This is an optimization exercise on Yosys and OpenROAD, whose aim is small area, not a production implementation.
Only simulation tests tie the RTL to the original design; equivalence was not proved.
Power is estimated from default activity; no workload was simulated.

// sccb_responder
module sccb_responder
#(
    parameter logic [6:0] DEV_ID    = 7'h21,
    parameter int         REG_DEPTH = 256
) (
    input  logic       Clk,
    input  logic       Reset,
    input  logic       sioc_in,
    input  logic       siod_in,
    output logic       siod_oe,
    input  logic [7:0] obs_addr,
    output logic [7:0] obs_data,
    output logic       wr_valid,
    output logic [7:0] wr_addr,
    output logic [7:0] wr_data,
    output logic       busy,
    output logic       err
);
clock: 10.0 ns
lec_check: 0
cap_margin: 10
core_margin: 2
core_utilization: 65
slew_margin: 10
synth_hierarchical: 1
synth_minimum_keep_size: 0
standard.sh (not shown) runs the stock make flow with config.mk's settings and CLKGATE_MAP_FILE= SYNTH_SCRIPT=/design/flow/synth_recipe.tcl, a recipe that flattens the netlist after the stock synthesis.
==> flow/flow/run.sh <==
#!/bin/bash
set -euo pipefail
export CTS_ARGS="-sink_clustering_enable -repair_clock_nets -dont_use_dummy_load -sink_clustering_size 18 -sink_clustering_max_diameter 50 -buf_list sky130_fd_sc_hd__clkbuf_8"
export BUFFER_PORTS_ARGS="-buffer_cell sky130_fd_sc_hd__buf_2"
bash standard.sh > make.log 2>&1
==> next run, changes <==
--- a/flow/design.v
+++ b/flow/design.v
@@ -300,41 +300,41 @@
                 .a1(tap_sel[3*k+1]), .d1(ring[(3*k+1) / 2][16 * ((3*k+1) % 2)][b]),
                 .a2(tap_sel[3*k+2]), .d2(ring[(3*k+2) / 2][16 * ((3*k+2) % 2)][b]),
                 .y(tap_l1[b][k]));
         end
         sccb_nand2 u_l1x (.a(tap_sel[15]), .b(ring[7][16][b]), .y(tap_l1[b][5]));
         sccb_nand6 u_l2 (.y(tap_l1[b]), .w(tap_or[b]));
     end
     logic [7:0][NSEG-1:0][11:0] obs_l1;
     logic [7:0][NSEG-1:0][2:0]  obs_l2;
     logic [7:0][NSEG-1:0]       obs_l3n;
     logic [7:0][NSEG-1:0]       obs_l3;
-    logic [1:0][SLEN-1:0]       pos_sel;
+    logic [3:0][SLEN-1:0]       pos_sel;
     logic [NSEG-1:0]            seg_sel;
-    for (genvar q = 0; q < 2; q++) begin : g_posq
+    for (genvar q = 0; q < 4; q++) begin : g_posq
         for (genvar p = 0; p < SLEN; p++) begin : g_pos
             sccb_nor2 u_ps (.a(pos_lo_n[p % 4]), .b(pos_hi_n[p / 4]), .y(pos_sel[q][p]));
         end
     end
     assign seg_sel = ~seg_sel_n;
     for (genvar b = 0; b < 8; b++) begin : g_obs
         for (genvar s = 0; s < NSEG; s++) begin : g_seg
             for (genvar k = 0; k < 10; k++) begin : g_l1
                 sccb_aoi222 u_l1 (
-                    .a0(pos_sel[s / 4][3*k]),   .d0(ring[s][3*k][b]),
-                    .a1(pos_sel[s / 4][3*k+1]), .d1(ring[s][3*k+1][b]),
-                    .a2(pos_sel[s / 4][3*k+2]), .d2(ring[s][3*k+2][b]),
+                    .a0(pos_sel[s / 2][3*k]),   .d0(ring[s][3*k][b]),
+                    .a1(pos_sel[s / 2][3*k+1]), .d1(ring[s][3*k+1][b]),
+                    .a2(pos_sel[s / 2][3*k+2]), .d2(ring[s][3*k+2][b]),
                     .y(obs_l1[b][s][k]));
             end
-            sccb_nand2 u_l1x (.a(pos_sel[s / 4][30]), .b(ring[s][30][b]), .y(obs_l1[b][s][10]));
-            sccb_nand2 u_l1y (.a(pos_sel[s / 4][31]), .b(ring[s][31][b]), .y(obs_l1[b][s][11]));
+            sccb_nand2 u_l1x (.a(pos_sel[s / 2][30]), .b(ring[s][30][b]), .y(obs_l1[b][s][10]));
+            sccb_nand2 u_l1y (.a(pos_sel[s / 2][31]), .b(ring[s][31][b]), .y(obs_l1[b][s][11]));
             sccb_sel12 u_l2 (.y(obs_l1[b][s]), .seg(seg_sel[s]), .w(obs_l3[b][s]));
         end
     end
 endmodule
 module sccb_nand2 (input logic a, input logic b, output logic y);
     assign y = ~(a & b);
 endmodule
 module sccb_nor2 (input logic a, input logic b, output logic y);
     assign y = ~(a | b);
 endmodule
 module sccb_sel12 (input logic [11:0] y, input logic seg, output logic w);
With this change the flow completed, yet does not pass: capacitance limit, slew limit.
Fmax goes down by 4.1%.
First-iteration DRC count goes up by 16%.
Clock power is about the same.
Core utilization goes up by 0.16 points.
Via count goes up by 2.1%.
Final cell count goes up by 3.2%.
Flip-flop and latch count is unchanged.
Register-to-register slack is worse by 0.53 ns.
Hold slack is worse by 0.011 ns.
Cell area goes up by 0.55%.
Clock skew goes up by 0.031 ns.
Total power goes up by 0.34%.
Sequential share of layout area goes down by 0.39 points.


Another version of the RTL of sccb_responder (not shown whole).
For scale: about 3800 cells after synthesis, about 2100 flip-flops, roughly 55000 µm² of cells after synthesis.
Settings: LEC_CHECK=0, CAP_MARGIN=5, CORE_MARGIN=2, CORE_UTILIZATION=65, SLEW_MARGIN=5, SYNTH_HIERARCHICAL=1, SYNTH_MINIMUM_KEEP_SIZE=0; clock period 10.0 ns.
Scripts as last shown in full above: flow/flow/run.sh
The first run produced a layout that fails on max-slew violations.
==> next run, changes <==
--- a/flow/design.v
+++ b/flow/design.v
@@ -100,18 +100,18 @@
     logic [NSEG-1:0] keep;
     logic        refresh;
     logic [7:0]  refresh_val;
     logic [4:0]  obs_pos;
     logic        refresh_tap;
     logic        obs_hit;
     logic [NSEG-1:0] seg_sel_n;
-    logic [SLEN-1:0] pos_sel_n;
+    logic [3:0]      pos_lo_n;
+    logic [7:0]      pos_hi_n;
     logic [2*NSEG-1:0] tap_sel;
     logic [7:0]      tap_or;
-    logic [7:0]      obs_l3;
     sccb_line_sync u_sync (
         .Clk     (Clk),
         .Reset   (Reset),
         .sioc_in (sioc_in),
         .siod_in (siod_in),
         .sc_rise (sc_rise),
         .sc_fall (sc_fall),
@@ -137,18 +137,20 @@
                          && refresh_tap == 1'(i % 2);
         for (int b = 0; b < 8; b++)
             refresh_val[b] = (!scrubbing && pend_valid && wr_data[b]) | tap_or[b];
         obs_pos   = obs_addr[4:0] - off;
         obs_hit   = pend_valid && obs_addr == wr_addr;
         for (int i = 0; i < NSEG; i++)
             seg_sel_n[i] = !(obs_addr[7:5] == 3'(i) && !obs_hit && !scrub_act);
-        for (int i = 0; i < SLEN; i++)
-            pos_sel_n[i] = obs_pos != 5'(i);
+        for (int i = 0; i < 4; i++)
+            pos_lo_n[i] = obs_pos[1:0] != 2'(i);
+        for (int i = 0; i < 8; i++)
+            pos_hi_n[i] = obs_pos[4:2] != 3'(i);
         for (int b = 0; b < 8; b++)
-            obs_data[b] = (obs_hit & wr_data[b]) | obs_l3[b];
+            obs_data[b] = (obs_hit & wr_data[b]) | (|obs_l3[b]);
     end
     always_ff @(posedge Clk) begin
         for (int s = 0; s < NSEG; s++) begin
             for (int p = 0; p < SLEN - 1; p++)
                 ring[s][p] <= ring[s][p+1];
             ring[s][SLEN-1] <= head_in[s];
         end
@@ -310,43 +312,39 @@
                 .a1(tap_sel[3*k+1]), .d1(ring[(3*k+1) / 2][16 * ((3*k+1) % 2)][b]),
                 .a2(tap_sel[3*k+2]), .d2(ring[(3*k+2) / 2][16 * ((3*k+2) % 2)][b]),
                 .y(tap_l1[b][k]));
         end
         sccb_nand2 u_l1x (.a(tap_sel[15]), .b(ring[7][16][b]), .y(tap_l1[b][5]));
         sccb_nand6 u_l2 (.y(tap_l1[b]), .w(tap_or[b]));
     end
-    logic [255:0]        row_sel;
-    logic [7:0][85:0]    obs_l1;
-    logic [7:0][21:0]    obs_l2;
-    for (genvar r = 0; r < 256; r++) begin : g_row
-        sccb_nor2 u_rs (.a(seg_sel_n[r / SLEN]), .b(pos_sel_n[r % SLEN]), .y(row_sel[r]));
+    logic [7:0][NSEG-1:0][11:0] obs_l1;
+    logic [7:0][NSEG-1:0][2:0]  obs_l2;
+    logic [7:0][NSEG-1:0]       obs_l3n;
+    logic [7:0][NSEG-1:0]       obs_l3;
+    logic [SLEN-1:0]            pos_sel;
+    logic [NSEG-1:0]            seg_sel;
+    for (genvar p = 0; p < SLEN; p++) begin : g_pos
+        sccb_nor2 u_ps (.a(pos_lo_n[p % 4]), .b(pos_hi_n[p / 4]), .y(pos_sel[p]));
     end
+    assign seg_sel = ~seg_sel_n;
     for (genvar b = 0; b < 8; b++) begin : g_obs
-        for (genvar k = 0; k < 85; k++) begin : g_l1
-            sccb_aoi222 u_l1 (
-                .a0(row_sel[3*k]),   .d0(ring[(3*k) / SLEN][(3*k) % SLEN][b]),
-                .a1(row_sel[3*k+1]), .d1(ring[(3*k+1) / SLEN][(3*k+1) % SLEN][b]),
-                .a2(row_sel[3*k+2]), .d2(ring[(3*k+2) / SLEN][(3*k+2) % SLEN][b]),
-                .y(obs_l1[b][k]));
-        end
-        sccb_nand2 u_l1x (.a(row_sel[255]), .b(ring[7][31][b]), .y(obs_l1[b][85]));
-        for (genvar k = 0; k < 21; k++) begin : g_l2
-            sccb_nand4 u_l2 (.a(obs_l1[b][4*k]), .b(obs_l1[b][4*k+1]), .c(obs_l1[b][4*k+2]),
-                             .d(obs_l1[b][4*k+3]), .y(obs_l2[b][k]));
+        for (genvar s = 0; s < NSEG; s++) begin : g_seg
+            for (genvar k = 0; k < 10; k++) begin : g_l1
+                sccb_aoi222 u_l1 (
+                    .a0(pos_sel[3*k]),   .d0(ring[s][3*k][b]),
+                    .a1(pos_sel[3*k+1]), .d1(ring[s][3*k+1][b]),
+                    .a2(pos_sel[3*k+2]), .d2(ring[s][3*k+2][b]),
+                    .y(obs_l1[b][s][k]));
+            end
+            sccb_nand2 u_l1x (.a(pos_sel[30]), .b(ring[s][30][b]), .y(obs_l1[b][s][10]));
+            sccb_nand2 u_l1y (.a(pos_sel[31]), .b(ring[s][31][b]), .y(obs_l1[b][s][11]));
+            sccb_sel12 u_l2 (.y(obs_l1[b][s]), .seg(seg_sel[s]), .w(obs_l3[b][s]));
         end
-        sccb_nand2 u_l2x (.a(obs_l1[b][84]), .b(obs_l1[b][85]), .y(obs_l2[b][21]));
-        sccb_or22 u_l3 (.x(obs_l2[b]), .w(obs_l3[b]));
     end
 endmodule
-module sccb_nand4 (input logic a, input logic b, input logic c, input logic d, output logic y);
-    assign y = ~(a & b & c & d);
-endmodule
-module sccb_or22 (input logic [21:0] x, output logic w);
-    assign w = |x;
-endmodule
 module sccb_nand2 (input logic a, input logic b, output logic y);
     assign y = ~(a & b);
 endmodule
 module sccb_nor2 (input logic a, input logic b, output logic y);
     assign y = ~(a | b);
 endmodule
 module sccb_sel12 (input logic [11:0] y, input logic seg, output logic w);
=>
- Now the flow produced a clean layout
- synthesized area went down slightly
- non-clock buffer count went up by 11
- maximum frequency went up by roughly a tenth
- sequential cell count does not change
- total power went up slightly
- synthesized cell count went down by a few percent
- final cell count went down by a few percent
- via count went down slightly
- setup slack is better by 1000 ps
- utilization went up by 0.38 points
- register-to-register slack is better by 1100 ps
- combinational power went up to 3.0 times its value
- clock-buffer cell count went down by 6

==> re-timing with driven ports <==
No port has a modelled driver above. Below, the same layouts with a new extraction and two added sets of constraints.
Step 1: set_driving_cell puts a clkbuf_16 on Clk and a buf_2 on each other input, an assumption about the parent block.
Step 2 adds t to the input delays and takes it off the output delays; t is the mean of the earliest and latest rising clock arrival at the registers after step 1. Input paths then give back, and output paths get back, about the clock's delay inside the block.
a / b / c = ideal / step 1 / step 2; a / b = the first two.
run | t (ns) | setup WS [ns] | slew at the worst register clock pin (ns) | cell pins on the clock port's net
the first run of note 1 | 0.881 | 0.658 / 0.637 / 0.637 | 0.11 / 0.11 | 1
the second run of note 1 | 0.878 | 0.257 / 0.234 / 0.234 | 0.11 / 0.11 | 1
the first run of note 2 | 0.880 | 0.223 / 0.204 / 0.204 | 0.11 / 0.11 | 1
the second run of note 2 | 0.891 | 1.260 / 1.234 / 1.234 | 0.11 / 0.11 | 1
The setup slack of the second run of note 2, which loses most, moves by -0.026 ns with the drivers and by -0.026 ns with both steps.
